Context: an optimization exercise on an open-source flow, tuned for small area, a short achievable clock period and few clock cycles. The choices shown serve that exercise and are no tape-out recipe. Function was checked by simulation only, so behaviour that the tests miss may differ from the original. Power is estimated from default activity; no workload was simulated.

$ cat design/flow/run.sh
#!/bin/bash
# synth_recipe.tcl (not shown) runs the flow's synth.tcl, then flattens the netlist and writes it again
# the make line also repeats each setting of config.mk as NAME=value (left out here)
make -C /OpenROAD-flow-scripts/flow DESIGN_CONFIG=/design/flow/config.mk WORK_HOME=/design/flow/orfs CLKGATE_MAP_FILE= SYNTH_SCRIPT=/design/flow/synth_recipe.tcl finish
$ cat design/flow/config.mk
export PLATFORM = sky130hd
export DESIGN_NAME = bmp_saver
export DESIGN_NICKNAME = bmp_saver
export VERILOG_FILES = /design/flow/design.v
export SDC_FILE = /design/flow/constraint.sdc
export NUM_CORES = 4
export LEC_CHECK = 0
export CAP_MARGIN = 20
export CORE_MARGIN = 2
export CORE_UTILIZATION = 40
export SLEW_MARGIN = 20
export SYNTH_MEMORY_MAX_BITS = 8192
$ cat design/flow/constraint.sdc
create_clock -name core_clock -period 5.0 [get_ports {clk}]
set_input_delay 1.0000 -clock core_clock [delete_from_list [all_inputs] [get_ports {clk}]]
set_output_delay 1.0000 -clock core_clock [all_outputs]
set_load 0.01 [all_outputs]
$ cat design/flow/design.v
module bmp_saver #(
  parameter int IMG_WIDTH  = 131,
  parameter int IMG_HEIGHT = 96,
  parameter int RETRY_MAX  = 3
) (
  input  logic        clk,
  input  logic        rst,
  input  logic        BMPSave_En,
  input  logic [31:0] Start_Block,
  output logic        BMPSave_Busy,
  output logic        BMPSave_Complite,
  output logic        BMPSave_Fail,
  input  logic        SD_Init_Complite,
  output logic [31:0] SD_Addr_Block,
  output logic [31:0] SD_SerialCount,
  output logic        SD_Write,
  output logic        SD_Enable,
  input  logic        SD_Complite,
  input  logic        SD_Fail,
  input  logic        SD_InPut_Data_Valid,
  input  logic [31:0] SD_InPut_Data_Addr,
  output logic [31:0] SD_InPut_Data,
  output logic        m_valid_read,
  input  logic        m_ready_read,
  output logic [23:0] m_addr_read,
  input  logic        m_out_valid,
  input  logic [15:0] m_out_data
);
  localparam int ROW   = (IMG_WIDTH * 3 + 3) / 4 * 4;
  localparam int IMG   = ROW * IMG_HEIGHT;
  localparam int FSIZE = 54 + IMG;
  localparam logic [1:0] PAD_N = 2'(ROW - IMG_WIDTH * 3);
  localparam logic [431:0] HDR = {64'd0, 32'd2835, 32'd2835, 32'(IMG), 32'd0, 16'd24, 16'd1,
    32'(IMG_HEIGHT), 32'(IMG_WIDTH), 32'd40, 32'd54, 32'd0, 32'(FSIZE), 8'h4D, 8'h42};
  localparam logic [3:0] IDLE = 4'd0, HEADER = 4'd1, PIX_REQ = 4'd2, PIX_WAIT = 4'd3, PIX_B = 4'd4,
    PIX_G = 4'd5, PIX_R = 4'd6, PAD = 4'd7, LAST = 4'd8, FLUSH = 4'd9, COMPLETE = 4'd10, FAIL = 4'd11;
  function automatic logic [7:0] expand(input logic [3:0] n);
    expand = {n, 4'h0};
  endfunction
  logic [3:0]      state, nxt, ret;
  logic [8:0]      ptr;
  logic [7:0]      retry;
  logic [10:0]     h, v;
  logic [1:0]      pad;
  logic [11:0]     pix;
  logic            sd_en, we, last_col, row_done, unused_ok;
  logic [7:0]      wb;
  logic [3:0][7:0] mem [128];
  assign last_col = h == 11'(IMG_WIDTH - 1);
  assign row_done = pad == PAD_N;
  assign BMPSave_Busy = !(state == IDLE || state == COMPLETE || state == FAIL);
  assign BMPSave_Complite = state == COMPLETE;
  assign BMPSave_Fail = state == FAIL;
  assign SD_Enable = sd_en;
  assign SD_Write = sd_en;
  assign SD_SerialCount = '0;
  assign m_valid_read = state == PIX_REQ;
  assign m_addr_read = {2'b00, v, h};
  assign unused_ok = ^{SD_InPut_Data_Addr[31:7], m_out_data[15:12]};
  always_comb begin
    we = state == HEADER || state == PIX_B || state == PIX_G || state == PIX_R || (state == PAD && !row_done) || (state == LAST && ptr != 9'd0);
    wb = state == HEADER ? HDR[{ptr[5:0], 3'b000} +: 8] :
         state == PIX_B  ? expand(pix[11:8]) :
         state == PIX_G  ? expand(pix[7:4]) :
         state == PIX_R  ? expand(pix[3:0]) : 8'h00;
    nxt = state;
    case (state)
      IDLE:     nxt = BMPSave_En && SD_Init_Complite ? HEADER : IDLE;
      HEADER:   nxt = ptr == 9'd53 ? PIX_REQ : HEADER;
      PIX_REQ:  nxt = m_ready_read ? PIX_WAIT : PIX_REQ;
      PIX_WAIT: nxt = m_out_valid ? PIX_B : PIX_WAIT;
      PIX_B:    nxt = PIX_G;
      PIX_G:    nxt = PIX_R;
      PIX_R:    nxt = last_col ? PAD : PIX_REQ;
      PAD:      nxt = !row_done ? PAD : v != 11'd0 ? PIX_REQ : LAST;
      LAST:     nxt = ptr == 9'd0 ? COMPLETE : LAST;
      default:  nxt = state;
    endcase
  end
  always_ff @(posedge clk)
    if (we && !rst) mem[ptr[8:2]][ptr[1:0]] <= wb;
  always_ff @(posedge clk) begin
    if (rst) begin
      state <= IDLE;
      ret <= IDLE;
      ptr <= '0;
      retry <= '0;
      h <= '0;
      v <= '0;
      pad <= '0;
      pix <= '0;
      sd_en <= 1'b0;
      SD_Addr_Block <= '0;
      SD_InPut_Data <= '0;
    end else begin
      if (SD_InPut_Data_Valid) SD_InPut_Data <= mem[SD_InPut_Data_Addr[6:0]];
      if (state == FLUSH) begin
        if (sd_en && SD_Complite) begin
          sd_en <= 1'b0;
          SD_Addr_Block <= SD_Addr_Block + 32'd1;
          retry <= '0;
          state <= ret;
        end else if (sd_en && SD_Fail) begin
          sd_en <= 1'b0;
          retry <= retry + 8'd1;
          if (retry == 8'(RETRY_MAX)) state <= FAIL;
        end else sd_en <= 1'b1;
      end else begin
        state <= we && ptr == 9'd511 ? FLUSH : nxt;
        ret <= nxt;
        if (we) ptr <= ptr + 9'd1;
        if (state == IDLE && nxt == HEADER) begin
          SD_Addr_Block <= Start_Block;
          v <= 11'(IMG_HEIGHT - 1);
          h <= '0;
          ptr <= '0;
        end
        if (state == PIX_WAIT && m_out_valid) pix <= m_out_data[11:0];
        if (state == PIX_R && !last_col) h <= h + 11'd1;
        if (state == PAD) begin
          pad <= row_done ? 2'd0 : pad + 2'd1;
          if (row_done) h <= '0;
          if (row_done && v != 11'd0) v <= v - 11'd1;
        end
      end
    end
  end
endmodule
==> impl_results.md <==
* CTS tree: yes
* Yosys reg bits at 4,222
* Fin crit period at 4.36 ns
* Via-to-Cell Ratio at ~5.9
* Final worst slack at ~0.64 ns
* Max-cap violations at 0
* Post-synth ARST share at 0
* Peak VDD IR at around 310 uV
* WP data arrival at 4.95 ns
* Skew-Pair Late Insertion Delay at between 0.9 and 1 ns
* First-pass DRT Iterations at 7
* Util after Layout at 0.458
* Fin area at 191,000 um^2
* DR top layer: met5
* Commonest register cell after synthesis: edfxtp_1
* CP endpoint kind: flop
* Core box area at 416,000 um^2
* Commonest non-fill, non-tap cell in the layout: edfxtp_1
* Final Max Slew Viols at 0
* Syn. warnings at 1
* Vias at 86,500
* Slew headroom at 0.158
* Internal reg-to-reg setup slack at between 0.6 and 0.7 ns
* Largest net degree at the start of global routing at between 100 and 150
* Total wire length at 476 mm
* H-tree levels at 5
* Min-delay worst type: primary input to flop
* I/O Pins at 215
* Row count at 237
* Pwr Density at 385 nW/um^2
* Clock share of power at 0.434
* Wire length on met3 at 42.4 mm
* Share of cells above drive strength 1 at 0.238
* Dpl hpwl at ~320 mm
* Port Buffers at 151
* Static Leak at between 60 and 70 nW
* R2r startpoint: ptr[1]
* Final Hold Viols at 0
* Cells after Synth at 8,284
* Max frequency at 230 MHz
* Post-route DRC at 0
* Least-Margin Pin Slew at between 1 and 1.5 ns
* Nets at 8,871
* Met2 routed WL at 225 mm
* Starting Density at 0.401
* Critical path launch point: ptr[1]
* Setup Fix Bufs, Post-CTS at 0
* CP Class: flop to flop
* Vias in the first global route at roughly 85,000
* Status: no timing/DRC/antenna violations
* NetSw at 0.0156 W
* Comb pwr share at 0.041
* First-pass GRT wire length at 663 mm
* Die area at 422,000 um^2
* Initial antenna violation count at 32
* Register area share after synthesis at 0.752
* Placed cell areas at ~180,000 um^2
* Reg2Reg Depth at 10
* P_int at between 0.05 and 0.06 W
* Seq pwr share at 0.524
* Die H at 650 um
* WP data required at approximately 5.6 ns
* Fin Setup TNS at 0 ns
* Fillers at ~34,000
* Final Cycle Share at 0.871
* Commonest non-fill, non-tap cells in the layout: edfxtp_1 (4,096), mux4_2 (972), nor2_1 (662)
* Placer congestion estimate at 0.916
* Initial DRC Count at around 11,000
* CP Launch Type: flop
* WHS at approximately 0.44 ns
* Clk_skew at 0.0466 ns
* Mean Syn Cell Area at 20.1 um^2
* Cts-stage hold buffer count at 0
* Gr ovfl total at 0
* CTS Root Cell: clkbuf_16
* Post-synth EDFFs at between 4,000 and 5,000
* Final setup violation count at 0
* CTS resizes at 0
* Detail Route Antenna Nets at 0
* Dpl ws at 0.420 ns
* Die W at 650 um
* Post-Syn Area at roughly 170,000 um^2
* Wl on met1 at 183 mm
* Clock sinks at 4,222
* Clk buf depth at 4
* Hold Startpoint: rst
* Distinct cells, synth at 91
* DR WL/cell at between 30 and 40 um
* Crit-path max FO at between 100 and 150
* RSZ-0062 raised after global routing: no
* Sw frac at 0.212
* Hold Crit Depth at 2
* TritonCTS Buffers at roughly 420
* Total track usage at 0.221
* Area delta synth->final at 14.2%
* Worst-path clk slew at 0.07 ns
-- synthesized netlist by cell type (all sizes together) (59+ instances only) --
cell type / n / area share
clkbuf: 161 / 0.0040
o22ai: 103 / 0.0039
mux4: 1011 / 0.14
edfxtp: 4096 / 0.74
mux2i: 264 / 0.016
buf: 375 / 0.017
a211oi: 60 / 0.0027
mux2: 67 / 0.0045
nand2: 368 / 0.0083
a22oi: 59 / 0.0027
o21ai: 91 / 0.0027
nor2: 706 / 0.016
a21oi: 145 / 0.0044
dfxtp: 126 / 0.015
-- cells by family after synthesis --
family | count (synthesis) | synth area share
other | 1 | 0.0000225
xor gates and xnor gates | 12 | 0.000630
adders and majority gates | 14 | 0.00105
buffers and inverters | 560 | 0.0217
and+or+nand+nor | 1394 | 0.0361
muxes | 1342 | 0.158
AOI/OAI and AO/OA | 739 | 0.0306
DFF | 4222 | 0.752
-- power by group through the flow --
| stage | logic [W] | clock network (W) | registers [W] |
|---|---|---|---|
| after floorplan | 0.00169 | 0 | 0.0392 |
| after global placement | 0.00298 | 0 | 0.0392 |
| after detailed placement | 0.00300 | 0 | 0.0392 |
| after CTS | 0.00301 | 0.0322 | 0.0384 |
| after global routing | 0.00314 | 0.0335 | 0.0384 |
| final | 0.00303 | 0.0319 | 0.0384 |
-- flip-flops by register name (all words and copies together), names as in the netlist --
register,cells
pix,12
ret,4
SD_Addr_Block,32
sd_en,1
mem,4096
pad,2
ptr,9
SD_InPut_Data,32
v,11
retry,8
h,11
state,4
-- through the flow --
stage,total power [W],std cells
floorplan,0.0409,8317
global placement,0.0422,13800
detailed placement,0.0422,13800
CTS,0.0737,14600
global route,0.0751,14600
finish,0.0733,14600
-- layout make-up --
cell class	count	area, um^2	share of cell area
multi-input cells	3535	38300	0.201
clock inverters	271	2600	0.0136
diodes	18	45.0	0.000236
inverters	22	95.1	0.000499
clock buffers	514	11200	0.0590
well taps	5497	6880	0.0361
repair buffers	563	5960	0.0312
flip-flops and latches	4222	126000	0.659
-- final timing paths --
path                                    end
worst max-delay path            mem[80][10]
worst min-delay path                 ptr[8]
worst max register to register  mem[80][10]
worst min register to register     state[2]
-- routing by layer --
layer  vias to the layer above  GRT usage
li1                      35200          -
met1                     46100      0.296
met3                       852     0.0421
met4                        16      0.101
met5                         -          0
met2                      4410      0.350
-- critical path: stages, from the launching register on --
cell	delay, ns
dfxtp_1	0.52
inv_1	0.22
ha_1	0.24
inv_1	0.19
o41ai_2	0.12
a21oi_2	0.39
or2_1	0.20
buf_4	0.18
nand3b_1	0.14
buf_12	0.22
nor2_1	1.06
Testbench counts, summed over its fixed seeds: cycles 683,429.

-- static timing again, ports no longer ideal --
The flow's constraints put no driver on any port. The routed layout listed below was extracted and timed again, unchanged, in two steps.
Step 1 (the two cells are an assumption about what drives the block):
set clk [get_ports {clk}]
set_driving_cell -lib_cell sky130_fd_sc_hd__clkbuf_16 $clk
set_driving_cell -lib_cell sky130_fd_sc_hd__buf_2 [delete_from_list [all_inputs] $clk]
Step 2 times the ports against the registers' clock, not the clock port: input delays grow and output delays shrink by t, the midpoint of the rising clock arrivals with the driver on.
Slacks: ideal / step 1 / step 2; pairs: ideal / step 1.
shift t [ns]: 1.082
slack for setup (ns): 0.644 / 0.644 / 0.277
clock arrival spread, ns: 0.052 / 0.052
slew at the worst register clock pin (ns): 0.07 / 0.07
cell pins on the clock port's net: 1
After both steps this run still meets setup and hold. For this run, drivers alone change the setup slack by 0.000 ns; drivers and shift together by -0.367 ns.
